This design comes from an exercise in tuning for small area on the open sky130 flow, not from production work.
In this exercise RTL edits were held to simulation tests only and were not proved equivalent to the original.
Power and IR drop assume default switching activity.

==> design/flow/design.v <==
`default_nettype none
module core_top (
	input  logic        clk_i,
	input  logic        rst_n_i,
	input  logic        fetch_enable_i,
	output logic        instr_req_o,
	output logic [31:0] instr_addr_o,
	input  logic        instr_gnt_i,
	input  logic        instr_rvalid_i,
	input  logic [31:0] instr_rdata_i,
	output logic        data_req_o,
	output logic        data_we_o,
	output logic [31:0] data_addr_o,
	output logic [31:0] data_wdata_o,
	input  logic        data_gnt_i,
	input  logic        data_rvalid_i,
	input  logic [31:0] data_rdata_i,
	output logic        core_busy_o
);
	localparam logic [3:0] S_CLR   = 4'd0;   
	localparam logic [3:0] S_P2W   = 4'd1;   
	localparam logic [3:0] S_WB1   = 4'd3;   
	localparam logic [3:0] S_IDLE  = 4'd4;
	localparam logic [3:0] S_FREQ  = 4'd5;   
	localparam logic [3:0] S_RDY1  = 4'd6;   
	localparam logic [3:0] S_FWAIT = 4'd7;   
	localparam logic [3:0] S_P0    = 4'd8;   
	localparam logic [3:0] S_P1    = 4'd9;   
	localparam logic [3:0] S_P2S   = 4'd10;  
	localparam logic [3:0] S_P2B   = 4'd11;  
	localparam logic [3:0] S_DREQ  = 4'd12;  
	localparam logic [3:0] S_DWAIT = 4'd13;  
	localparam logic [3:0] S_RDY3  = 4'd15;  
	logic [3:0]  state_q, state_d;
	logic [4:0]  ph_q;      
	logic        st_q;      
	logic        neq_q;     
	logic        calu_q;    
	logic        cpc_q;     
	logic [31:0] ir_q;      
	logic [4:0]  rs2_q;     
	logic [31:0] addr_q;    
	wire ph0  = (ph_q[3:0] == 4'd0);
	wire ph15 = (ph_q[3:0] == 4'd15);
	wire half = ph_q[4];
	wire in_clr = (state_q == S_CLR);
	wire in_p0  = (state_q == S_P0);
	wire in_p1  = (state_q == S_P1);
	wire in_p2b = (state_q == S_P2B);
	wire in_p2s = (state_q == S_P2S);
	wire in_p2w = (state_q == S_P2W);
	wire in_wb1 = (state_q == S_WB1);
	wire ir_ld  = (state_q == S_FWAIT) & instr_rvalid_i;
	wire [6:0] opc = ir_q[6:0];
	wire [2:0] f3  = ir_q[14:12];
	wire [6:0] f7  = ir_q[31:25];
	wire [4:0] rd  = ir_q[11:7];
	wire [4:0] rs1 = ir_q[19:15];
	wire f3_alu = (f3 == 3'b000) | (f3 == 3'b100) | (f3 == 3'b110) | (f3 == 3'b111);
	wire is_lui = (opc == 7'b0110111);
	wire is_opi = (opc == 7'b0010011) & f3_alu;
	wire is_op  = (opc == 7'b0110011) & f3_alu &
		((f7 == 7'b0000000) | ((f7 == 7'b0100000) & (f3 == 3'b000)));
	wire is_ld  = (opc == 7'b0000011) & (f3 == 3'b010);
	wire is_st  = (opc == 7'b0100011) & (f3 == 3'b010);
	wire is_br  = (opc == 7'b1100011) & (f3[2:1] == 2'b00);
	wire is_jal = (opc == 7'b1101111);
	logic [1:0] imm;
	for (genvar l = 0; l < 2; l++) begin : g_imm
		wire [4:0] bi = {ph_q[3:0], l[0]};
		logic [5:0] lo_v;
		logic [9:0] hi_v;
		logic [2:0] s_v;
		for (genvar j = 0; j < 6; j++) begin : g_lo
			assign lo_v[j] = ir_q[20 + 2*j + l];
		end
		for (genvar j = 0; j < 10; j++) begin : g_hi
			assign hi_v[j] = ir_q[12 + 2*j + l];
		end
		for (genvar j = 0; j < 3; j++) begin : g_s
			if (7 + 2*j + l <= 11) begin : g_in
				assign s_v[j] = ir_q[7 + 2*j + l];
			end else begin : g_out
				assign s_v[j] = 1'b0;
			end
		end
		wire m_lo = lo_v[ph_q[2:0]];
		wire m_hi = hi_v[ph_q[3:0] - 4'd6];
		wire m_s  = s_v[ph_q[1:0]];
		always_comb begin
			if (is_lui) imm[l] = (bi >= 5'd12) ? m_hi : 1'b0;
			else if ((bi == 5'd0) && (is_br | is_jal)) imm[l] = 1'b0;
			else if (bi <= 5'd4) imm[l] = (is_st | is_br) ? m_s : m_lo;
			else if (bi <= 5'd10) imm[l] = m_lo;
			else if (bi == 5'd11) imm[l] = is_br ? ir_q[7] : is_jal ? ir_q[20] : ir_q[31];
			else if ((bi <= 5'd19) && is_jal) imm[l] = m_hi;
			else imm[l] = ir_q[31];
		end
	end
	wire [1:0] four = {1'b0, ph_q[3:0] == 4'd1};
	logic [31:0] pc_q;
	logic [1:0]  head [0:31];
	assign head[0] = 2'b00;   
	wire [4:0] ridx = (in_p0 | in_p2s) ? rs2_q : rs1;
	wire [1:0] rraw = head[ridx];
	wire [1:0] rdat = half ? {rraw[0], rraw[1]} : rraw;
	wire [1:0] pc_bit = pc_q[1:0];
	wire [1:0] a = is_jal ? pc_bit : is_lui ? 2'b00 : rdat;
	wire [1:0] bsel = (is_op | is_br) ? addr_q[1:0] : is_jal ? four : imm;
	wire sub = is_op & ir_q[30];
	wire [1:0] b = bsel ^ {2{sub}};
	wire c0 = ph0 ? sub : calu_q;
	wire s0 = a[0] ^ b[0] ^ c0;
	wire c1 = (a[0] & b[0]) | (a[0] & c0) | (b[0] & c0);
	wire s1 = a[1] ^ b[1] ^ c1;
	wire c2 = (a[1] & b[1]) | (a[1] & c1) | (b[1] & c1);
	logic [1:0] alu;
	always_comb begin
		if (is_op | is_opi) begin
			case (f3)
				3'b100:  alu = a ^ b;
				3'b110:  alu = a | b;
				3'b111:  alu = a & b;
				default: alu = {s1, s0};
			endcase
		end else begin
			alu = {s1, s0};
		end
	end
	wire taken = neq_q ^ ~f3[0];
	logic [1:0] inc;
	always_comb begin
		inc = 2'b00;
		if (in_p1) inc = is_jal ? imm : is_br ? 2'b00 : four;
		if (in_p2b) inc = taken ? imm : four;
	end
	wire pc0 = ph0 ? 1'b0 : cpc_q;
	wire ps0 = pc_bit[0] ^ inc[0] ^ pc0;
	wire pc1 = (pc_bit[0] & inc[0]) | (pc_bit[0] & pc0) | (inc[0] & pc0);
	wire ps1 = pc_bit[1] ^ inc[1] ^ pc1;
	wire pc2 = (pc_bit[1] & inc[1]) | (pc_bit[1] & pc1) | (inc[1] & pc1);
	wire [1:0] pc_in = in_clr ? 2'b00 : {ps1, ps0};
	wire rd_op = is_lui | is_opi | is_op | is_jal;
	wire rf_we = (in_p1 & rd_op) | ((in_wb1 | in_p2w) & ~st_q);
	wire [1:0] wval = in_p1 ? alu : addr_q[1:0];
	wire wbit = ~in_clr & (half ? wval[0] : wval[1]);
	logic [3:0] wen_hi;
	logic [7:0] wen_lo;
	for (genvar i = 0; i < 4; i++) begin : g_whi
		assign wen_hi[i] = in_clr | (rf_we & (rd[4:3] == i));
	end
	for (genvar i = 0; i < 8; i++) begin : g_wlo
		assign wen_lo[i] = in_clr | (rd[2:0] == i);
	end
	always_ff @(posedge clk_i) begin
		pc_q <= {pc_in, pc_q[31:2]};
	end
	for (genvar k = 1; k < 32; k++) begin : g_rf
		logic [31:0] q;
		wire wen = wen_hi[k >> 3] & wen_lo[k & 7];
		always_ff @(posedge clk_i) begin
			q <= {q[0], wen ? wbit : q[1], q[31:2]};
		end
		assign head[k] = q[1:0];
	end
	wire [3:0] go = fetch_enable_i ? S_FREQ : S_IDLE;
	wire [3:0] first = (is_op | is_br) ? S_P0 : S_P1;
	always_comb begin
		state_d = state_q;
		case (state_q)
			S_CLR:   if (ph15 & half) state_d = go;
			S_IDLE:  if (fetch_enable_i) state_d = S_FREQ;
			S_FREQ:  if (instr_gnt_i) state_d = S_FWAIT;
			S_FWAIT: if (instr_rvalid_i) state_d = S_RDY1;
			S_RDY1:  if (ph15) state_d = first;
			S_P0:    if (ph15) state_d = S_P1;
			S_P1:    if (ph15) state_d = is_br ? S_P2B : is_st ? S_P2S :
					is_ld ? S_DREQ : rd_op ? S_P2W : go;
			S_P2W:   if (ph15) state_d = go;
			S_P2B:   if (ph15) state_d = go;
			S_P2S:   if (ph15) state_d = S_DREQ;
			S_DREQ:  if (data_gnt_i) state_d = S_DWAIT;
			S_DWAIT: if (data_rvalid_i) state_d = S_RDY3;
			S_RDY3:  if (ph15) state_d = st_q ? S_P2W : S_WB1;
			S_WB1:   if (ph15) state_d = S_P2W;
			default: state_d = S_CLR;
		endcase
	end
	always_ff @(posedge clk_i or negedge rst_n_i) begin
		if (!rst_n_i) begin
			state_q <= S_CLR;
			ph_q    <= 5'd0;
		end else begin
			state_q <= state_d;
			ph_q    <= ph_q + 5'd1;
		end
	end
	wire ad_sh = in_clr | in_p0 | in_p1 | in_p2b | in_p2w | in_wb1;
	wire [1:0] ad_in = in_p0 ? rdat : in_wb1 ? addr_q[1:0] :
		(in_p1 & (is_ld | is_st | rd_op)) ? alu : pc_in;
	always_ff @(posedge clk_i) begin
		calu_q <= c2;
		cpc_q  <= pc2;
		if (in_p1) neq_q <= (ph0 ? 1'b0 : neq_q) | (a[0] ^ b[0]) | (a[1] ^ b[1]);
		if (in_p1 & ph15) st_q <= is_st;
		if (ir_ld) begin
			ir_q  <= instr_rdata_i;
			rs2_q <= instr_rdata_i[24:20];
		end else if (in_p2s) begin
			ir_q <= {rdat, ir_q[31:2]};
		end
		if ((state_q == S_DWAIT) & data_rvalid_i) begin
			addr_q <= data_rdata_i;
		end else if (ad_sh) begin
			addr_q <= {ad_in, addr_q[31:2]};
		end
	end
	assign instr_req_o  = (state_q == S_FREQ);
	assign instr_addr_o = addr_q;
	assign data_req_o   = (state_q == S_DREQ);
	assign data_we_o    = st_q;
	assign data_addr_o  = addr_q;
	assign data_wdata_o = ir_q;
	assign core_busy_o  = (state_q != S_IDLE);
endmodule
`default_nettype wire
==> design/flow/flow/run.sh <==
#!/bin/bash
set -euo pipefail
export BUFFER_PORTS_ARGS="-buffer_cell sky130_fd_sc_hd__buf_1"
export CTS_ARGS="-sink_clustering_enable -repair_clock_nets -dont_use_dummy_load -buf_list sky130_fd_sc_hd__clkbuf_8 -sink_clustering_size 21 -sink_clustering_max_diameter 60"
sed "s|SYNTH_SCRIPT=[^ ]*|SYNTH_SCRIPT=$PWD/flow/my_synth.tcl|" standard.sh > my_synth.sh
bash my_synth.sh synth > synth.log 2>&1
export SYNTH_ODB="$PWD/orfs/results/$FLOW_PLATFORM/core_top/base/1_synth.odb"
openroad -no_init -exit flow/downsize.tcl > downsize.log 2>&1
bash standard.sh > standard_flow.log 2>&1
==> design/flow/flow/area.abc <==
strash
dch -f
amap
topo
dnsize -c
==> design/flow/flow/downsize.tcl <==
# Swap every combinational cell that synthesis sized up back to its
# smallest drive strength; flip-flops and clock cells are left alone.
# Timing slack is several ns, and later repair steps size up where needed.
read_db $::env(SYNTH_ODB)
set db [ord::get_db]
set block [[$db getChip] getBlock]
set n 0
foreach inst [$block getInsts] {
  set name [[$inst getMaster] getName]
  if {![regexp {^sky130_fd_sc_hd__([a-z0-9]+)_([0-9]+)$} $name -> fn drv]} { continue }
  if {$drv <= 1} { continue }
  if {[regexp {^(df|edf|sdf|sedf|dl|clk|tap|fill|decap|conb)} $fn]} { continue }
  foreach t {1 0} {
    set m [$db findMaster sky130_fd_sc_hd__${fn}_$t]
    if {$m ne "NULL"} {
      $inst swapMaster $m
      incr n
      break
    }
  }
}
puts "downsized $n instances"
write_db $::env(SYNTH_ODB)
==> design/flow/flow/my_synth.tcl <==
# The standard synthesis (synth_recipe.tcl), with one change: abc maps
# the combinational logic with the area script flow/area.abc instead of
# ORFS's own. Flip-flops are mapped before abc runs, so they are unchanged.
set flow_dir [file dirname [file normalize [info script]]]
proc abc {args} {
  global flow_dir
  set i [lsearch $args -script]
  if {$i >= 0} { lset args [expr {$i + 1}] [file join $flow_dir area.abc] }
  yosys abc {*}$args
}
source [file join [file dirname $flow_dir] synth_recipe.tcl]
==> design/flow/standard.sh <==
#!/bin/bash
# synth_recipe.tcl (not shown) runs the flow's synth.tcl, then flattens the netlist and writes it again
# the make line also repeats each setting of config.mk as NAME=value (left out here)
make -C /OpenROAD-flow-scripts/flow DESIGN_CONFIG=/design/flow/config.mk WORK_HOME=/design/flow/orfs CLKGATE_MAP_FILE= SYNTH_SCRIPT=/design/flow/synth_recipe.tcl "${@:-finish}"
==> design/flow/config.mk <==
export PLATFORM = sky130hd
export DESIGN_NAME = core_top
export DESIGN_NICKNAME = core_top
export VERILOG_FILES = /design/flow/design.v
export SDC_FILE = /design/flow/constraint.sdc
export NUM_CORES = 4
export LEC_CHECK = 0
export ABC_AREA = 1
export CAP_MARGIN = 20
export CELL_PAD_IN_SITES_DETAIL_PLACEMENT = 0
export CELL_PAD_IN_SITES_GLOBAL_PLACEMENT = 0
export CORE_MARGIN = 2
export CORE_UTILIZATION = 60
export PLACE_DENSITY = 0.7
export SLEW_MARGIN = 20
==> design/flow/constraint.sdc <==
create_clock -name core_clock -period 10.0 [get_ports {clk_i}]
set_input_delay 2.0000 -clock core_clock [delete_from_list [all_inputs] [get_ports {clk_i}]]
set_output_delay 2.0000 -clock core_clock [all_outputs]
set_load 0.01 [all_outputs]
==> metrics.md, run 1 <==
| Metric | Value |
|---|---|
| Placed cells | 2,436 |
| Clock Latency Late Sink | between 0.6 and 0.7 ns |
| Slowest cell on crit path | o22ai_2 |
| Max-cap violations | 0 |
| Clk_skew | slightly below 0.09 ns |
| Routed via count | 12,400 |
| First drt pass iteration count | 5 |
| Multi-input gate area | 2940 µm² |
| Post-DP HPWL | 31,000 µm |
| CP peak stage delay | 0.61 ns |
| Yosys reg bits | 1,106 |
| Total number of H-tree levels | 3 |
| Post-synth top cells | dfxtp_1 (1,026), nor2_1 (128), edfxtp_1 (71), clkinv_1 (70), a21oi_1 (65) |
| Avg WL per Cell | 18.1 µm |
| Ys async rst share | 0.814% |
| Reg area | 22,900 µm² |
| Die Ht | 213 µm |
| Number of global-route vias before repair | ~12,000 |
| Area Growth Syn to Fin | 8.49% |
| Synth Flop Type | dfxtp_1 |
| Critical path endpoint category | flop |
| Core footprint | 43,100 µm² |
| Crit-path most repeated cell | clkinv_1 |
| Worst path required time | about 10 ns |
| CTS clock-pin slew for the worst setup and hold paths | 0.12 ns |
| Share of cells above drive strength 1 | 4.02% |
| Post-synthesis sequential area ratio | ~87% |
| Nets | 2,006 |
| Crit path cell chain | clkinv_1, nand2_1, nor2_1, clkinv_1, o22ai_2, clkinv_1, or3_1, o21ai_0, a221oi_1, nand4_1, or2_0, o22ai_1, o22ai_1, clkinv_1, fa_1, clkinv_1, fa_1, nand2_1, o21ai_0, o22ai_1, nor2_1, o21ai_2, buf_4, a21oi_1 |
| Largest net degree at the start of global routing | between 40 and 50 |
| IO Pins | around 170 |
| Final wirelength | 45,400 µm |
| Worst Setup Start Kind | flop |
| RSZ-0062 raised after global routing | false |
| Die width | about 210 µm |
| Via density | 4.95 |
| Slew Limit Headroom | 31.2% |
| Total grt overflow | 0 |
| Avg Cell Area, Syn | 15.3 µm² |
| Die area | around 45,000 µm² |
| Kind of critical path | reg -> reg |
| Period utilisation layout | 63.2% |
| Fmax | around 0.16 GHz |
| Setup Viol. Count Final | 0 |
| Status | finished clean |
| Worst VDD drop | 0.000231 V |
| Area contributors post-synth | dfxtp_1 (78%), edfxtp_1 (8.1%), nor2_1 (1.8%) |
| Final Slew Violations | 0 |
| Chip area line of the yosys report | around 26,000 µm² |
| Cells after Synth | 1,707 |
| First-pass GRT wire length | just under 70,000 µm |
| Inserted Diodes | 0 |
| Most instantiated library cell after synthesis | dfxtp_1 |
| Post-CTS Repair Setup Buffers | 0 |
| Hold_buf cts | 0 |
| Post-cts resize count | 0 |
| Starting density of the core | 60.8% |
| Antenna violations before repair | 1 |
| # DRC | 0 |
| Final ANT Viol Nets | 0 |
| Synthesized net count | around 1,800 |
| Non-filler cells, final | between 2,000 and 3,000 |
| Final TNS setup | 0 ns |
| I/O Buffers | 170 |
| Count of final hold-check violations | 0 |
| Drt initial violations | 850 |
| Final min period | 6.32 ns |
| TritonCTS Buffers | 66 |
| EDFF count, synth | 71 |
| GP Congestion | 0.866 |
| Crit path max fanout | 31 |
| Fill cells | approximately 3,000 |
| Leading area contributor after synthesis | dfxtp_1 |
| Crit path DAT | 6.79 ns |
| Yosys cell types | 40 |
| Tightest Pin Transition | 1.03 ns |
| Num rows | 76 |
| YS warnings | 2 |
| Total track usage | between 20% and 30% |
| Pleak | 0.0109 µW |
| Clock Path Buffers | 3 |
| CTS sink count | 1,106 |
| CTS tree | built |
| Mapped cell area | 26,200 µm² |
| HP Class | reg -> reg |
| Root Driver | clkbuf_8 |
| Pwr dens | roughly 280 nW/µm² |
| Yosys top cell area share | about 80% |
## critical path: cells and delay by family, from the launching register on
family / cells / cell delay [ns]
buffers and inverters: 6 / 1.55
AO/OA/AOI/OAI: 9 / 1.84
AND/OR/NAND/NOR: 7 / 1.42
flip-flops: 1 / 0.45
adder cells (fa/ha/maj): 2 / 0.84
## cells in the final DEF, fill, tap and decap left out, types with 9 or more instances in the layout
| cell | instances |
|---|---|
| o22ai_1 | 35 |
| nand3_1 | 10 |
| buf_1 | 170 |
| nor2_1 | 128 |
| nor3_1 | 40 |
| or3_1 | 10 |
| a21oi_1 | 65 |
| dfxtp_1 | 1026 |
| a22oi_1 | 13 |
| a221oi_1 | 12 |
| o22a_1 | 48 |
| edfxtp_1 | 71 |
| ha_1 | 12 |
| a31oi_1 | 17 |
| o21ai_0 | 17 |
| clkinv_1 | 70 |
| dfrtp_1 | 9 |
| clkbuf_8 | 66 |
| nand2_1 | 38 |
## metal layers
metal,GRT usage [%],vias to the layer above,wire (µm),share of wire (%)
met3,4.13,97,2500,5.5
met2,32.0,380,20100,44
met4,8.22,0,1630,3.6
met5,0,-,0,0
li1,-,6065,-,-
met1,27.9,5840,21200,47
## metrics by stage
step	area, µm²	hold slack [ns]	util (%)	setup slack [ns]	total power, µW
after floorplan	26200	0.310	-	3.32	6050
after global placement	27500	0.310	63.8	3.47	6360
after detailed placement	27500	0.312	63.9	3.87	6390
after CTS	28400	0.238	66.0	3.79	8150
after global routing	28400	0.238	66.0	3.06	8420
final	28400	0.242	66.0	3.68	8070
## cells by family after synthesis
kind of cell	count (synthesis)	synth area share, %
flops	1106	87.0
buf+inv	102	1.91
simple gates	244	4.00
fa+ha+maj	16	0.875
compound gates	239	6.21
## path summary, 6_finish.rpt
| kind | from | end | slack, ns | cells past startpoint |
|---|---|---|---|---|
| worst max-delay path | state_q[2]$_DFFE_PN0P_ | g_rf[28].q[30]$_DFF_P_ | 3.68 | 24 |
| worst min-delay path | g_rf[9].q[9]$_DFF_P_ | g_rf[9].q[7]$_DFF_P_ | 0.24 | 0 |
| worst max register to register | state_q[2]$_DFFE_PN0P_ | g_rf[28].q[30]$_DFF_P_ | 3.68 | 24 |
| worst min register to register | g_rf[9].q[9]$_DFF_P_ | g_rf[9].q[7]$_DFF_P_ | 0.24 | 0 |
| max in group asynchronous | rst_n_i | ph_q[0]$_DFF_PN0_ | 8.20 | 1 |
| min in group asynchronous | rst_n_i | ph_q[4]$_DFF_PN0_ | 1.34 | 1 |
## power by group
group          leakage, µW  switching (µW)  internal, µW  total, µW
Sequential         0.00910             264          5330       5600
Clock             0.000475            1180           600       1780
Combinational      0.00128             472           224        696
## registers in the layout (all words and copies together), names as in the netlist
name	flops
ir_q	32
rs2_q	5
g_rf.q	992
addr_q	32
neq_q	1
cpc_q	1
state_q	4
ph_q	5
st_q	1
calu_q	1
pc_q	32
## layout make-up
class                      instances  area share, %
sequential                      1106           80.6
multi-input combinational        499           10.3
clock buffer                      66           3.20
tap                              585           2.58
timing repair buffer             176           2.40
inverter                          70          0.924
==> run 2: changes to the inputs <==
==> design/flow/flow/run.sh (replaced) <==
#!/bin/bash
set -euo pipefail
export BUFFER_PORTS_ARGS="-buffer_cell sky130_fd_sc_hd__buf_1"
export CTS_ARGS="-sink_clustering_enable -repair_clock_nets -dont_use_dummy_load -buf_list sky130_fd_sc_hd__clkbuf_8 -sink_clustering_size 22 -sink_clustering_max_diameter 50"
sed "s|SYNTH_SCRIPT=[^ ]*|SYNTH_SCRIPT=$PWD/flow/my_synth.tcl|" standard.sh > my_synth.sh
bash my_synth.sh synth > synth.log 2>&1
export SYNTH_ODB="$PWD/orfs/results/$FLOW_PLATFORM/core_top/base/1_synth.odb"
openroad -no_init -exit flow/downsize.tcl > downsize.log 2>&1
bash standard.sh > standard_flow.log 2>&1
==> metrics.md, run 2 <==
| Metric | Value |
|---|---|
| Via density | a little under 5 |
| Fmax | between 0.15 and 0.2 GHz |
| Commonest non-fill, non-tap cell in the layout | dfxtp_1 |
| Final TNS setup | 0 ns |
| Yosys top cell area share | 78.0% |
| Share of cells above drive strength 1 | roughly 4.1% |
| Routed via count | 12,300 |
| Largest net degree at the start of global routing | 46 |
| Mapped cell area | 26,200 µm² |
| CP peak stage delay | 0.60 ns |
| Max reg flops | about 1,000 |
| RSZ-0062 raised after global routing | false |
| Fill cells | around 3,000 |
| Tightest Pin Transition | about 1.0 ns |
| Total grt overflow | 0 |
| Crit path DAT | 6.60 ns |
| Most flops, register | g_rf.q |
| Die Ht | 213 µm |
| I/O Buffers | 170 |
| Crit path max fanout | 17 |
| Fin util | between 60% and 70% |
| Worst Setup Start Kind | flop |
| Post-synth top cells | dfxtp_1 (1,026), nor2_1 (128), edfxtp_1 (71), clkinv_1 (70), a21oi_1 (65) |
| Pwr dens | between 200 and 300 nW/µm² |
| Number of global-route vias before repair | 12,000 |
| Final Slew Violations | 0 |
| Area contributors post-synth | dfxtp_1 (78%), edfxtp_1 (8.1%), nor2_1 (1.8%) |
| HP Class | reg -> reg |
| Status | finished clean |
| Slowest cell on crit path | o22ai_2 |
| Yosys reg bits | 1,106 |
| Drt initial violations | 795 |
| Root Driver | clkbuf_8 |
| Chip area line of the yosys report | 26,300 µm² |
| Crit-path most repeated cell | clkinv_1 |
| CTS clock-pin slew for the worst setup and hold paths | 0.12 ns |
| Core footprint | 43,100 µm² |
| Setup Viol. Count Final | 0 |
| CTS sink count | about 1,100 |
| TritonCTS Buffers | 67 |
| Total number of H-tree levels | 3 |
| Post-placement cell area | 27,500 µm² |
| Starting density of the core | about three fifths |
| Post-synthesis sequential area ratio | 87.0% |
| Die area | 45,300 µm² |
| Worst VDD drop | 0.000196 V |
| Count of final hold-check violations | 0 |
| Cells after Synth | 1,707 |
| Crit path cell chain | clkinv_1, nand2_1, nor2_1, clkinv_1, o22ai_2, clkinv_1, or3_1, o21ai_0, a221oi_1, nand4_1, or2_0, o22ai_1, o22ai_1, clkinv_1, fa_1, clkinv_1, fa_1, nand2_1, o21ai_0, a22oi_1, nor2_1, a21oi_1, o22ai_1, a22o_1 |
| Yosys cell types | 40 |
| Post-DP HPWL | 31,000 µm |
| EDFF count, synth | 71 |
| First drt pass iteration count | 5 |
| Clock Latency Late Sink | 0.69 ns |
| Num rows | 76 |
| Avg Cell Area, Syn | 15.3 µm² |
| YS warnings | 2 |
| Pleak | 0.0109 µW |
| Period utilisation layout | between 60% and 70% |
| Clock Path Buffers | 3 |
| Worst path required time | 10.36 ns |
| Final min period | ~6.2 ns |
| Leading area contributor after synthesis | dfxtp_1 |
| Clk_skew | 0.0883 ns |
| Antenna violations before repair | 1 |
| Post-CTS Repair Setup Buffers | 0 |
| Die width | 213 µm |
| Area Growth Syn to Fin | 8.54% |
| Ys async rst share | less than 1% |
| CTS tree | built |
| Avg WL per Cell | 18.1 µm |
| Inserted Diodes | 0 |
| GP Congestion | between 0.8 and 0.9 |
| Nets | around 2,000 |
| Slew Limit Headroom | roughly 32% |
| IO Pins | 171 |
| Synthesized net count | 1,794 |
| Final wirelength | around 45,000 µm |
| Synth Flop Type | dfxtp_1 |
| Total track usage | 20.3% |
| Most instantiated library cell after synthesis | dfxtp_1 |
| Most frequent cells in the layout | dfxtp_1 (1,026), buf_1 (170), nor2_1 (128) |
| Post-cts resize count | 0 |
| # DRC | 0 |
| Kind of critical path | reg -> reg |
| First-pass GRT wire length | between 60,000 and 70,000 µm |
| Max-cap violations | 0 |
| Hold_buf cts | 0 |
| Final ANT Viol Nets | 0 |
| Final Instance Area | roughly 28,000 µm² |
| Critical path endpoint category | flop |
| Post-layout total power | 8070 µW |
-- run 2: cell count changes in the layout (fill, tap and decap cells not counted) --
cell	previous run	this run
clkbuf_8	66	67
-- run 2: logic make-up after synthesis --
family                     synth area share [%]
DFF                                        87.0
and+or+nand+nor                            4.00
AOI/OAI and AO/OA                          6.21
buffers and inverters                      1.91
adders and majority gates                 0.875
-- run 2: worst paths after layout --
check                                  startpoint                     end  slack, ns  depth (start not counted)
min                        g_rf[12].q[22]$_DFF_P_  g_rf[12].q[20]$_DFF_P_       0.25                          0
max                        state_q[2]$_DFFE_PN0P_    addr_q[31]$_DFFE_PP_       3.76                         24
min reg2reg                g_rf[12].q[22]$_DFF_P_  g_rf[12].q[20]$_DFF_P_       0.25                          0
max reg2reg                state_q[2]$_DFFE_PN0P_    addr_q[31]$_DFFE_PP_       3.76                         24
max in group asynchronous                 rst_n_i  state_q[1]$_DFFE_PN0P_       8.18                          1
min in group asynchronous                 rst_n_i       ph_q[4]$_DFF_PN0_       1.34                          1
-- run 2: power by group --
group | leakage, µW | internal (µW) | total (µW) | switching [µW]
Combinational | 0.00128 | 224 | 693 | 469
Sequential | 0.00910 | 5330 | 5600 | 265
Clock | 0.000482 | 608 | 1790 | 1180
-- run 2: worst max-delay path: cells and delay by family, from the launching register on --
family          cells  cell delay [ns]
compound gates     10             2.07
flops               1             0.44
buf+inv             5             1.19
simple gates        7             1.40
fa+ha+maj           2             0.85
-- run 2: area by class of cell --
cell class / instances / area, µm² / area share (%)
Sequential cell: 1106 / 22900 / 80.5
Multi-Input combinational cell: 499 / 2940 / 10.3
Clock buffer: 67 / 922 / 3.24
Tap cell: 585 / 732 / 2.57
Timing Repair Buffer: 176 / 683 / 2.40
Inverter: 70 / 263 / 0.924
-- run 2: metrics by stage --
stage	hold WS (ns)	cells	setup slack (ns)
floorplan	0.310	1707	3.32
global placement	0.310	2436	3.47
detailed placement	0.312	2436	3.87
CTS	0.252	2503	3.79
global route	0.243	2503	3.02
finish	0.248	2503	3.76
-- run 2: metal layers --
| layer | up-vias | part of all wire, % | GRT usage (%) |
|---|---|---|---|
| met3 | 101 | 5.6 | 4.57 |
| met2 | 373 | 44 | 31.7 |
| met1 | 5786 | 47 | 27.6 |
| met4 | 0 | 3.6 | 8.32 |
| li1 | 6078 | - | - |
| met5 | - | 0 | 0 |
==> run 3: changes to the inputs <==
==> design/flow/flow/run.sh (replaced) <==
#!/bin/bash
set -euo pipefail
export BUFFER_PORTS_ARGS="-buffer_cell sky130_fd_sc_hd__buf_1"
export CTS_ARGS="-sink_clustering_enable -repair_clock_nets -dont_use_dummy_load -buf_list sky130_fd_sc_hd__clkbuf_8 -sink_clustering_size 22 -sink_clustering_max_diameter 60"
sed "s|SYNTH_SCRIPT=[^ ]*|SYNTH_SCRIPT=$PWD/flow/my_synth.tcl|" standard.sh > my_synth.sh
bash my_synth.sh synth > synth.log 2>&1
export SYNTH_ODB="$PWD/orfs/results/$FLOW_PLATFORM/core_top/base/1_synth.odb"
openroad -no_init -exit flow/downsize.tcl > downsize.log 2>&1
bash standard.sh > standard_flow.log 2>&1
--- a/design/flow/config.mk
+++ b/design/flow/config.mk
@@ -11,5 +11,5 @@
 export CELL_PAD_IN_SITES_GLOBAL_PLACEMENT = 0
 export CORE_MARGIN = 2
 export CORE_UTILIZATION = 60
-export PLACE_DENSITY = 0.7
+export PLACE_DENSITY = 0.65
 export SLEW_MARGIN = 20
==> metrics.md, run 3 <==
| Metric | Value |
|---|---|
| Status | finished clean |
| Die width | 213 µm |
| YS warnings | 2 |
| Most instantiated library cell after synthesis | dfxtp_1 |
| HP Class | reg -> reg |
| Clock Latency Late Sink | 0.69 ns |
| Via density | 4.93 |
| Antenna violations before repair | 3 |
| FF-to-FF setup slack | about 3.8 ns |
| Seq pwr share | 70.2% |
| Share of cells above drive strength 1 | 3.76% |
| Post-cts resize count | 0 |
| Internal power | 6100 µW |
| Clock Path Buffers | 3 |
| Final setup margin | 3.79 ns |
| Final TNS setup | 0 ns |
| Commonest non-fill, non-tap cell in the layout | dfxtp_1 |
| Fin util | between 60% and 70% |
| Total track usage | between 10% and 20% |
| EDFF count, synth | 71 |
| CP startpoint | state_q[2]$_DFFE_PN0P_ |
| Worst path required time | around 10 ns |
| Leading area contributor after synthesis | dfxtp_1 |
| GP Congestion | 0.857 |
| Die area | around 45,000 µm² |
| Final ANT Viol Nets | 0 |
| Area Growth Syn to Fin | 8.22% |
| IO Pins | 171 |
| Crit path cell chain | clkinv_1, nand2_1, nor2_1, clkinv_1, o22ai_2, clkinv_1, or3_1, o21ai_0, a221oi_1, nand4_1, or2_0, o22ai_1, o22ai_1, clkinv_1, fa_1, clkinv_1, fa_1, nand2_1, o21ai_0, a22oi_1, nor2_1, a21oi_1, o22ai_1, a22o_1 |
| Avg WL per Cell | approximately 18 µm |
| Yosys top cell area share | a little under 80% |
| Avg Cell Area, Syn | 15.3 µm² |
| First drt pass iteration count | 5 |
| Slew Limit Headroom | 34.7% |
| Starting density of the core | 60.8% |
| Drt initial violations | 750 |
| Cells after Synth | 1,707 |
| Post-DP HPWL | 30,400 µm |
| Worst Setup Start Kind | flop |
| Dpl ws | 3.96 ns |
| Inserted Diodes | 0 |
| Final min period | 6.21 ns |
| Setup Viol. Count Final | 0 |
| Clock share of power | 21.2% |
| Sw Pwr | 1880 µW |
| Most frequent cells in the layout | dfxtp_1 (1,026), buf_1 (170), nor2_1 (128) |
| Count of final hold-check violations | 0 |
| Tightest Pin Transition | 0.975 ns |
| Post-synthesis sequential area ratio | 87.0% |
| Max reg flops | 992 |
| Core footprint | 43,100 µm² |
| Total grt overflow | 0 |
| Num rows | 76 |
| Post-layout total power | 7970 µW |
| Synthesized net count | roughly 1,800 |
| Setup crit end | addr_q[31]$_DFFE_PP_ |
| R2R depth | 24 |
| Area contributors post-synth | dfxtp_1 (78%), edfxtp_1 (8.1%), nor2_1 (1.8%) |
| Yosys reg bits | ~1,100 |
| CTS sink count | 1,106 |
| Clk_skew | 0.111 ns |
| Crit-path most repeated cell | clkinv_1 |
| TritonCTS Buffers | 60 |
| Pleak | 0.0108 µW |
| Post-placement cell area | 27,500 µm² |
| Mapped cell area | 26,200 µm² |
| Period utilisation layout | between 60 and 70% |
| Ys async rst share | 0.814% |
| CTS tree | built |
| Yosys cell types | 40 |
| Total number of H-tree levels | 2 |
| Post-synth top cells | dfxtp_1 (1,026), nor2_1 (128), edfxtp_1 (71), clkinv_1 (70), a21oi_1 (65) |
| First-pass GRT wire length | roughly 66,000 µm |
| Routed via count | between 10,000 and 15,000 |
| Hold_buf cts | 0 |
| Most flops, register | g_rf.q |
| Max-cap violations | 0 |
| Kind of critical path | reg -> reg |
| Combinational power share | 8.6% |
| Root Driver | clkbuf_8 |
| I/O Buffers | between 150 and 200 |
| CTS clock-pin slew for the worst setup and hold paths | 0.12 ns |
| Final wirelength | 44,000 µm |
| Number of global-route vias before repair | ~12,000 |
| # DRC | 0 |
| Worst VDD drop | ~0.00018 V |
| Slowest cell on crit path | o22ai_2 |
| Crit path max fanout | 17 |
| Crit path DAT | 6.54 ns |
| Die Ht | 213 µm |
| Final Slew Violations | 0 |
| Sw frac | 23.5% |
| Synth Flop Type | dfxtp_1 |
| Largest net degree at the start of global routing | 46 |
| Fmax | between 0.15 and 0.2 GHz |
| Pwr dens | approximately 280 nW/µm² |
| Final Instance Area | ~28,000 µm² |
| Post-CTS Repair Setup Buffers | 0 |
| Chip area line of the yosys report | ~26,000 µm² |
| CP peak stage delay | 0.63 ns |
| Fill cells | 3,105 |
| Critical path endpoint category | flop |
| Worst r2r dst | addr_q[31]$_DFFE_PP_ |
| RSZ-0062 raised after global routing | false |
| Nets | approximately 2,000 |
| RR Startpoint | state_q[2]$_DFFE_PN0P_ |
[run 3: cell counts after synthesis]
No cell type changed its count.
[run 3: worst min path at each step]
| stage | startpoint | end | slack (ns) | cells after the start |
|---|---|---|---|---|
| 5_1_grt | pc_q[5]$_DFF_P_ | pc_q[3]$_DFF_P_ | 0.25 | 0 |
| 2_1_floorplan | g_rf[10].q[2]$_DFF_P_ | g_rf[10].q[0]$_DFF_P_ | 0.31 | 0 |
| 4_1_cts | pc_q[5]$_DFF_P_ | pc_q[3]$_DFF_P_ | 0.25 | 0 |
| 3_5_place_dp | g_rf[21].q[30]$_DFF_P_ | g_rf[21].q[28]$_DFF_P_ | 0.31 | 0 |
| 3_3_place_gp | g_rf[10].q[19]$_DFF_P_ | g_rf[10].q[17]$_DFF_P_ | 0.31 | 0 |
| 6_report | pc_q[5]$_DFF_P_ | pc_q[3]$_DFF_P_ | 0.27 | 0 |
[run 3: power groups by stage]
stage	Combinational, µW	Sequential [µW]	Clock [µW]
finish	687	5590	1690
global placement	682	5670	0
CTS	686	5610	1760
global route	752	5680	1900
floorplan	424	5620	0
detailed placement	683	5700	0
[run 3: layout make-up]
cell class                      count  area, µm²  area share, %
Timing Repair Buffer              178        698           2.46
Inverter                           70        263          0.927
Multi-Input combinational cell    499       2940           10.4
Tap cell                          585        732           2.58
Sequential cell                  1106      22900           80.8
Clock buffer                       60        826           2.91
[run 3: kinds of logic (layout without fill, tap and decap cells)]
logic type	Yosys count	after routing	share of synthesized area [%]
DFF	1106	1106	87.0
and+or+nand+nor	244	244	4.00
AOI/OAI and AO/OA	239	239	6.21
buffers and inverters	102	308	1.91
adders and majority gates	16	16	0.875
[run 3: through the flow]
stage | hold slack, ns | cells
CTS | 0.250 | 2498
global placement | 0.310 | 2438
global route | 0.251 | 2498
detailed placement | 0.312 | 2438
finish | 0.268 | 2498
floorplan | 0.310 | 1707
[run 3: critical path: cells and delay by family, from the launching register on]
family | cells | cell delay (ns)
AOI/OAI and AO/OA | 10 | 2.09
adders and majority gates | 2 | 0.84
buffers and inverters | 5 | 1.19
DFF | 1 | 0.44
and+or+nand+nor | 7 | 1.36
[run 3: metal layers]
metal  share of wire (%)  global-route usage [%]  vias to the layer above
met4                 3.2                    7.67                        0
met5                   0                       0                        -
li1                    -                       -                     6062
met1                  49                    28.4                     5828
met3                 5.1                    3.41                       86
met2                  42                    29.4                      341
==> run 4: changes to the inputs <==
--- a/design/flow/config.mk
+++ b/design/flow/config.mk
@@ -11,5 +11,5 @@
 export CELL_PAD_IN_SITES_GLOBAL_PLACEMENT = 0
 export CORE_MARGIN = 2
 export CORE_UTILIZATION = 60
-export PLACE_DENSITY = 0.65
+export PLACE_DENSITY = 0.75
 export SLEW_MARGIN = 20
==> metrics.md, run 4 <==
| Metric | Value |
|---|---|
| Max-cap violations | 0 |
| Post-cts resize count | 0 |
| Post-CTS Repair Setup Buffers | 0 |
| Mapped cell area | 26,200 µm² |
| Share of cells above drive strength 1 | 3.71% |
| Total track usage | 20.8% |
| Yosys cell types | 40 |
| Worst Setup Start Kind | flop |
| Pwr dens | 283 nW/µm² |
| Critical path endpoint category | flop |
| YS warnings | 2 |
| Avg Cell Area, Syn | 15.3 µm² |
| Number of global-route vias before repair | 12,200 |
| Post-Synth XOR/XNOR Area | 0% |
| Hold path startpoint | g_rf[9].q[18]$_DFF_P_ |
| HP Class | reg -> reg |
| Largest family of logic cells by synthesized area | compound AO/OA/AOI/OAI gates |
| Hold endpoint | g_rf[9].q[16]$_DFF_P_ |
| Setup Viol. Count Final | 0 |
| Period utilisation layout | slightly below 60% |
| Core footprint | 43,100 µm² |
| Most frequent cells in the layout | dfxtp_1 (1,026), buf_1 (170), nor2_1 (128) |
| Crit path DAT | 6.43 ns |
| Final ANT Viol Nets | 0 |
| Tightest Pin Transition | 0.980 ns |
| Area Growth Syn to Fin | 8.18% |
| FF-to-FF setup slack | 4.05 ns |
| Final TNS setup | 0 ns |
| RR Startpoint | state_q[2]$_DFFE_PN0P_ |
| Worst Path Buf+Inv | 6 |
| R2R depth | 25 |
| Most instantiated library cell after synthesis | dfxtp_1 |
| Yosys top cell area share | around 80% |
| # DRC | 0 |
| Drt initial violations | 901 |
| Slew Limit Headroom | ~34% |
| Fin util | 65.8% |
| Worst VDD drop | roughly 0.00021 V |
| Crit path max fanout | 31 |
| Total grt overflow | 0 |
| Worst r2r dst | g_rf[11].q[30]$_DFF_P_ |
| Synth Area in Adders | 0.875% |
| CTS clock-pin slew for the worst setup and hold paths | ~0.12 ns |
| Die width | 213 µm |
| Largest net degree at the start of global routing | 34 |
| Post-synth top cells | dfxtp_1 (1,026), nor2_1 (128), edfxtp_1 (71), clkinv_1 (70), a21oi_1 (65) |
| CTS tree | built |
| Synth Area in Simple Gates | 4.00% |
| Post-DP HPWL | about 33,000 µm |
| Yosys reg bits | 1,106 |
| Area contributors post-synth | dfxtp_1 (78%), edfxtp_1 (8.1%), nor2_1 (1.8%) |
| Die area | 45,300 µm² |
| Fmax | approximately 0.17 GHz |
| Nets | 2,002 |
| Pleak | 0.0108 µW |
| Root Driver | clkbuf_8 |
| Max reg flops | 992 |
| Count of final hold-check violations | 0 |
| RSZ-0062 raised after global routing | false |
| Mux share of post-synthesis cell area | 0% |
| Commonest non-fill, non-tap cell in the layout | dfxtp_1 |
| IO Pins | between 150 and 200 |
| Synth Area in Compound Gates | 6.21% |
| Avg WL per Cell | 18.7 µm |
| First-pass GRT wire length | a little under 70,000 µm |
| Via density | 4.98 |
| CP peak stage delay | 0.48 ns |
| Post-synthesis sequential area ratio | 87.0% |
| Cells after Synth | 1,707 |
| Status | finished clean |
| Antenna violations before repair | 0 |
| Final wirelength | 46,700 µm |
| Final Slew Violations | 0 |
| Ys async rst share | less than 1% |
| Clock Latency Late Sink | slightly below 0.7 ns |
| TritonCTS Buffers | 59 |
| Most flops, register | g_rf.q |
| First drt pass iteration count | 5 |
| GP Congestion | 0.882 |
| I/O Buffers | 170 |
| Total number of H-tree levels | 2 |
| Final min period | 5.95 ns |
| Slowest cell on crit path | or3_1 |
| Clk_skew | 0.0887 ns |
| Fill cells | around 3,000 |
| Kind of critical path | reg -> reg |
| Leading area contributor after synthesis | dfxtp_1 |
| Chip area line of the yosys report | 26,300 µm² |
| CTS sink count | 1,106 |
| Synthesized net count | 1,794 |
| Routed via count | 12,400 |
| Hold depth | 0 |
| Die Ht | 213 µm |
| Clock Path Buffers | 3 |
| Hold_buf cts | 0 |
| Num rows | 76 |
| EDFF count, synth | around 70 |
| Starting density of the core | 60.8% |
| Worst path required time | 10.48 ns |
| Synth Flop Type | dfxtp_1 |
| Crit path max-delay family | simple AND/OR/NAND/NOR gates |
-- run 4: how the worst max path moves through the flow --
| stage | startpoint | end | slack [ns] | cells after the start |
|---|---|---|---|---|
| 3_3_place_gp | state_q[2]$_DFFE_PN0P_ | addr_q[31]$_DFFE_PP_ | 3.61 | 24 |
| 6_report | state_q[2]$_DFFE_PN0P_ | g_rf[11].q[30]$_DFF_P_ | 4.05 | 25 |
| 2_1_floorplan | state_q[2]$_DFFE_PN0P_ | g_rf[1].q[30]$_DFF_P_ | 3.32 | 24 |
| 4_1_cts | state_q[2]$_DFFE_PN0P_ | g_rf[11].q[30]$_DFF_P_ | 4.12 | 25 |
| 5_1_grt | state_q[2]$_DFFE_PN0P_ | g_rf[11].q[30]$_DFF_P_ | 3.56 | 25 |
| 3_5_place_dp | state_q[2]$_DFFE_PN0P_ | g_rf[17].q[30]$_DFF_P_ | 4.18 | 25 |
-- run 4: per-stage QoR --
stage | worst slack, ns | power [µW] | hold slack, ns | instances | area [µm²]
6_report | 4.05 | 8010 | 0.275 | 2499 | 28300
2_1_floorplan | 3.32 | 6050 | 0.310 | 1707 | 26200
4_1_cts | 4.12 | 8080 | 0.257 | 2498 | 28300
3_3_place_gp | 3.61 | 6370 | 0.309 | 2438 | 27500
5_1_grt | 3.56 | 8340 | 0.250 | 2498 | 28300
3_5_place_dp | 4.18 | 6420 | 0.312 | 2439 | 27500
-- run 4: cell type report --
class / count / area (µm²) / area share [%]
timing repair buffer: 179 / 706 / 2.49
sequential: 1106 / 22900 / 80.8
inverter: 70 / 263 / 0.927
antenna: 1 / 2.50 / 0.00883
clock buffer: 59 / 812 / 2.87
tap: 585 / 732 / 2.58
multi-input combinational: 499 / 2930 / 10.3
-- run 4: kinds of logic after synthesis --
group / count (synthesis)
buf+inv: 102
fa+ha+maj: 16
simple gates: 244
compound gates: 239
flops: 1106
-- run 4: report_power, final --
group	total, µW	internal, µW	switching, µW
registers	5620	5330	288
clock network	1690	532	1160
logic	703	230	473
total	8010	6090	1920
-- run 4: per-layer routing --
metal | part of all wire (%) | global-route usage [%] | vias to the layer above
met2 | 46 | 34.4 | 431
met1 | 45 | 27.4 | 5858
li1 | - | - | 6065
met4 | 3.7 | 8.95 | 0
met3 | 5.1 | 3.44 | 94
met5 | 0 | 0 | -
==> run 5: changes to the inputs <==
--- a/design/flow/config.mk
+++ b/design/flow/config.mk
@@ -11,5 +11,5 @@
 export CELL_PAD_IN_SITES_GLOBAL_PLACEMENT = 0
 export CORE_MARGIN = 2
 export CORE_UTILIZATION = 60
-export PLACE_DENSITY = 0.75
+export PLACE_DENSITY = 0.7
 export SLEW_MARGIN = 20
==> metrics.md, run 5 <==
| Metric | Value |
|---|---|
| Commonest non-fill, non-tap cell in the layout | dfxtp_1 |
| Crit-path most repeated cell | clkinv_1 |
| GP Congestion | ~0.87 |
| Critical path endpoint category | flop |
| Crit path max fanout | 17 |
| Die area | 45,300 µm² |
| Slew Limit Headroom | approximately 33% |
| Fin util | 65.8% |
| Placed cells | 2,436 |
| Yosys cell types | 40 |
| IO Pins | between 150 and 200 |
| Inserted Diodes | 0 |
| Synthesized net count | 1,794 |
| Final ANT Viol Nets | 0 |
| Slowest cell on crit path | o22ai_2 |
| Hold_buf cts | 0 |
| Chip area line of the yosys report | 26,300 µm² |
| Core footprint | 43,100 µm² |
| Nets | 1,999 |
| Worst Setup Start Kind | flop |
| Post-DP HPWL | 31,000 µm |
| Final Instance Area | 28,300 µm² |
| Pleak | 0.0108 µW |
| Count of final hold-check violations | 0 |
| Post-layout total power | 7980 µW |
| Kind of critical path | reg -> reg |
| Worst Path Buf+Inv | 5 |
| # DRC | 0 |
| Total grt overflow | 0 |
| Tightest Pin Transition | just over 1 ns |
| Die Ht | around 210 µm |
| Non-filler cells, final | 2,495 |
| Root Driver | clkbuf_8 |
| Share of cells above drive strength 1 | between 3 and 4% |
| Post-synth top cells | dfxtp_1 (1,026), nor2_1 (128), edfxtp_1 (71), clkinv_1 (70), a21oi_1 (65) |
| Worst VDD drop | approximately 0.00025 V |
| Crit path cell chain | clkinv_1, nand2_1, nor2_1, clkinv_1, o22ai_2, clkinv_1, or3_1, o21ai_0, a221oi_1, nand4_1, or2_0, o22ai_1, o22ai_1, clkinv_1, fa_1, clkinv_1, fa_1, nand2_1, o21ai_0, a22oi_1, nor2_1, a21oi_1, o22ai_1, a22o_1 |
| RSZ-0062 raised after global routing | false |
| Worst path required time | around 10 ns |
| Setup Viol. Count Final | 0 |
| Number of global-route vias before repair | 11,900 |
| CTS sink count | 1,106 |
| Post-CTS Repair Setup Buffers | 0 |
| Clk_skew | 0.119 ns |
| I/O Buffers | 170 |
| Crit path DAT | ~6.7 ns |
| Mapped cell area | 26,200 µm² |
| Post-cts resize count | 0 |
| Synth Flop Type | dfxtp_1 |
| Die width | approximately 210 µm |
| Avg Cell Area, Syn | 15.3 µm² |
| Max-cap violations | 0 |
| Leading area contributor after synthesis | dfxtp_1 |
| Fmax | 0.159 GHz |
| Largest net degree at the start of global routing | 46 |
| Starting density of the core | 60.8% |
| Routed via count | 12,300 |
| Area contributors post-synth | dfxtp_1 (78%), edfxtp_1 (8.1%), nor2_1 (1.8%) |
| YS warnings | 2 |
| Area Growth Syn to Fin | 8.12% |
| Clock Latency Late Sink | 0.72 ns |
| CTS tree | built |
| Total number of H-tree levels | 2 |
| Final wirelength | 45,200 µm |
| Antenna violations before repair | 1 |
| Yosys top cell area share | 78.0% |
| Period utilisation layout | a little over three fifths |
| Avg WL per Cell | 18.1 µm |
| Status | finished clean |
| CP peak stage delay | 0.61 ns |
| EDFF count, synth | 71 |
| Final Slew Violations | 0 |
| Most instantiated library cell after synthesis | dfxtp_1 |
| Max reg flops | 992 |
| Via density | 4.93 |
| Ys async rst share | 0.814% |
| Drt initial violations | 789 |
| Post-placement cell area | about 28,000 µm² |
| TritonCTS Buffers | 59 |
| Num rows | 76 |
| Most frequent cells in the layout | dfxtp_1 (1,026), buf_1 (170), nor2_1 (128) |
| Yosys reg bits | 1,106 |
| First-pass GRT wire length | roughly 67,000 µm |
| Clock Path Buffers | 3 |
| CTS clock-pin slew for the worst setup and hold paths | about 0.12 ns |
| Post-synthesis sequential area ratio | 87.0% |
| Total track usage | just over 20% |
| First drt pass iteration count | 7 |
| Crit path max-delay family | compound AO/OA/AOI/OAI gates |
| Cells after Synth | between 1,500 and 2,000 |
| HP Class | reg -> reg |
| Final TNS setup | 0 ns |
| Pwr dens | 282 nW/µm² |
| Final min period | 6.29 ns |
| Most flops, register | g_rf.q |
run 5: cell counts after synthesis:
No cell type changed its count.
run 5: area by class of cell:
cell class                      instances  area, µm²
Clock buffer                           59        812
Tap cell                              585        732
Fill cell                            3046      14800
Inverter                               70        263
Timing Repair Buffer                  176        683
Multi-Input combinational cell        499       2940
Sequential cell                      1106      22900
run 5: kinds of logic after synthesis:
logic type | count (synthesis) | share of synthesized area, %
adder cells (fa/ha/maj) | 16 | 0.875
flip-flops | 1106 | 87.0
buffers and inverters | 102 | 1.91
AND/OR/NAND/NOR | 244 | 4.00
AO/OA/AOI/OAI | 239 | 6.21
run 5: final timing paths:
path / from / slack (ns) / to / depth (start not counted)
hold / removal: g_rf[9].q[9]$_DFF_P_ / 0.24 / g_rf[9].q[7]$_DFF_P_ / 0
setup / recovery: state_q[2]$_DFFE_PN0P_ / 3.71 / addr_q[31]$_DFFE_PP_ / 24
min in group asynchronous: rst_n_i / 1.35 / ph_q[4]$_DFF_PN0_ / 1
max in group asynchronous: rst_n_i / 8.20 / ph_q[0]$_DFF_PN0_ / 1
setup reg to reg: state_q[2]$_DFFE_PN0P_ / 3.71 / addr_q[31]$_DFFE_PP_ / 24
hold reg to reg: g_rf[9].q[9]$_DFF_P_ / 0.24 / g_rf[9].q[7]$_DFF_P_ / 0
run 5: power by group:
group	leakage, µW	total [µW]	switching, µW	internal [µW]
logic	0.00128	697	472	224
clock network	0.000424	1690	1160	532
registers	0.00910	5590	264	5330
total	0.0108	7980	1900	6090
run 5: routing by layer:
| layer | vias up | share of wire [%] | GRT usage (%) |
|---|---|---|---|
| met2 | 363 | 44 | 32.0 |
| met4 | 0 | 3.5 | 8.15 |
| li1 | 6061 | - | - |
| met1 | 5784 | 47 | 27.8 |
| met5 | - | 0 | 0 |
| met3 | 102 | 4.7 | 3.09 |
run 5: metrics by stage:
step           hold slack [ns]  setup slack (ns)
6_report                 0.245              3.71
5_1_grt                  0.223              3.06
4_1_cts                  0.216              3.83
3_5_place_dp             0.312              3.87
3_3_place_gp             0.310              3.47
2_1_floorplan            0.310              3.32

port drivers added, routing unchanged:
The results above use ideal ports. As a check the final layouts listed here were re-extracted and re-timed, cells and wires unchanged. Step 1 assumes that a clkbuf_16 drives the clock port and a buf_2 every other input. Step 2, shift: input delay + t, output delay - t, t = (earliest + latest rising clock arrival at the registers) / 2. This alone moves slack from input paths to output paths. Three values: ideal, step 1, step 2; two values: the first two.
run | shift t [ns] | setup WS [ns] | worst register clock-pin slew, ns
run 1 | 0.687 | 3.681 / 3.681 / 3.681 | 0.12 / 0.12
run 2 | 0.699 | 3.755 / 3.755 / 3.755 | 0.12 / 0.12
run 3 | 0.691 | 3.788 / 3.788 / 3.788 | 0.12 / 0.12
run 4 | 0.705 | 4.053 / 4.053 / 4.053 | 0.12 / 0.12
run 5 | 0.710 | 3.712 / 3.712 / 3.712 | 0.12 / 0.12
After both steps setup and hold are still met in every run listed.
